Background: an optimization exercise with open tools, aiming at small area, a short achievable clock period and few clock cycles per item. Do not read the settings as production practice.
Function was checked by simulation only, so behaviour that the tests miss may differ from the original.
Power is estimated from default activity; no workload was simulated.

## gf_addsub_lanes
module gf_addsub_lanes #(
    parameter int               WIDTH   = 32,
    parameter logic [WIDTH-1:0] MODULUS = 32'hec940e71,
    parameter int               LANES   = 4
) (
    input  logic                     i_clk,
    input  logic                     i_rst,
    input  logic                     i_valid,
    output logic                     o_ready,
    input  logic [1:0]               i_op,
    input  logic [LANES*WIDTH-1:0]   i_a,
    input  logic [LANES*WIDTH-1:0]   i_b,
    output logic                     o_valid,
    input  logic                     i_ready,
    output logic [LANES*WIDTH-1:0]   o_out,
    output logic [LANES-1:0]         o_err
);
export LEC_CHECK = 0
export CAP_MARGIN = 20
export CORE_MARGIN = 2
export CORE_UTILIZATION = 40
export CTS_BUF_LIST = sky130_fd_sc_hd__clkbuf_8
export GPL_TIMING_DRIVEN = 0
export SETUP_SLACK_MARGIN = 1.1
export SLEW_MARGIN = 20
create_clock -name core_clock -period 5.5 [get_ports {i_clk}]
standard.sh (not shown) runs the stock make flow with config.mk's settings and CLKGATE_MAP_FILE= SYNTH_SCRIPT=/design/flow/synth_recipe.tcl, a recipe that flattens the netlist after the stock synthesis.
==> flow/flow/run.sh <==
#!/bin/bash
# Layout flow: the standard ORFS flow (standard.sh) with these changes:
#  - the ports get plain sky130_fd_sc_hd__buf_1 buffers instead of delay cells;
#  - if flow/abc.script exists, synthesis maps the logic with that ABC script in place
#    of ORFS's speed script (everything else in the synthesis is the standard flow's own script);
#  - settings in flow/env.sh (if any) are exported before the flow runs.
# Each tool's full output goes to the ORFS logs under orfs/logs; make's own output
# goes to flow_make.log here.
set -euo pipefail
W=$(pwd)
export BUFFER_PORTS_ARGS="-buffer_cell sky130_fd_sc_hd__buf_1"
if [[ -f flow/env.sh ]]; then source flow/env.sh; fi
SYN=$W/synth_recipe.tcl
if [[ -f flow/abc.script ]]; then
  cat > $W/flow_synth.tcl <<EOT
proc abc {args} {
  set i [lsearch -exact \$args -script]
  if {\$i >= 0} { lset args [expr {\$i + 1}] $W/flow/abc.script }
  yosys abc {*}\$args
}
source $W/synth_recipe.tcl
EOT
  SYN=$W/flow_synth.tcl
fi
sed "s#SYNTH_SCRIPT=$W/synth_recipe.tcl#SYNTH_SCRIPT=$SYN#" standard.sh > flow_standard.sh
bash flow_standard.sh > flow_make.log 2>&1
==> flow/flow/abc.script <==
&get -n
&st
&syn2
&dch
&nf
&put
buffer -c
topo
stime -c
upsize -c
dnsize -c
==> flow/flow/env.sh <==
export REMOVE_ABC_BUFFERS=1
Testbench counts at the start, summed over its fixed seeds: cycles 12,008, items 12,000.
==> next run, changes <==
Settings changed: SETUP_SLACK_MARGIN 1.1 to 1.0.
removed: flow/flow/abc.script
After rerunning:
- synthesized area came out higher by 0.36%
- power fell by 4.7%
- wire length climbs by 5.6%
- die area goes up by 0.36%
- count of clock-buffer cells in the layout does not change
- setup slack loses 97 ps
- synthesized cell count rises by 1.6%
- design area falls by 0.47%
- maximum frequency is lower by 2.2%
- clock skew hardly moves
- non-clock buffer count falls by 12
==> next run, changes <==
Settings changed: CORE_UTILIZATION 40 to 50, GPL_TIMING_DRIVEN 0 to 1, SETUP_SLACK_MARGIN 1.0 to 1.1.
Outcome:
- clock-buffer cell count does not change
- synthesized cell count is unchanged
- cell area drops by 2.8%
- utilization climbs by 11 points
- sequential power stays flat
- final cell count drops by 5.6%
- total power drops by 0.53%
- register-to-register slack loses 500 ps
==> next run, changes <==
==> flow/flow/abc.script (new file) <==
&get -n
&st
&dch
&nf
&put
buffer -c
topo
stime -c
upsize -c
dnsize -c
Settings changed: CORE_UTILIZATION 50 to 40, SETUP_SLACK_MARGIN 1.1 to 1.2.
Final area goes up by 2.3%.
Non-clock buffer count shrinks by 12.
Critical path depth went up by 3.
==> next run, changes <==
Settings changed: SETUP_SLACK_MARGIN 1.2 to 1.1.
removed: flow/flow/abc.script
Synthesized area went down by a few percent.
Utilization went up by 1.2 points.
Power fell by a few percent.
Count of clock-buffer cells in the layout does not change.
Synthesized cell count falls by a few percent.
Critical path depth goes down by 3.
Global-route usage goes down by 0.40 points.
Sequential share of layout area rises by 0.62 points.

[re-timing with driven ports]
Ports are ideal in the flow. The routed layouts listed here were re-timed in OpenROAD.
Step 1 assumes that a clkbuf_16 drives the clock port and a buf_2 every other input.
Step 2 moves the port delays by t, midway between the first and last clock arrival at a register: inputs arrive t later, outputs are due t later. That takes back most of the time a late clock gives input paths.
Slacks: ideal ports / drivers / drivers and shift; pairs: ideal ports / drivers.
run	t (ns)	setup slack, ns	hold WS [ns]	worst setup path after step 2	worst data-port slew with drivers (ns)
the first run	0.504	1.168 / 1.158 / 0.657	0.779 / 0.756 / 0.986	input to register	0.11
the second run	0.508	1.071 / 1.052 / 0.544	0.774 / 0.758 / 1.062	input to register	0.10
the third run	0.486	1.067 / 1.026 / 0.776	0.795 / 0.781 / 1.177	input to register	0.07
the fourth run	0.493	1.263 / 1.288 / 0.794	0.848 / 0.822 / 1.148	input to register	0.10
the fifth run	0.516	1.156 / 1.111 / 0.676	0.642 / 0.642 / 0.642	input to register	0.12
After both steps every run listed still meets setup and hold. The setup slack of the second run, which loses most, moves by -0.019 ns with the drivers and by -0.527 ns with both steps.
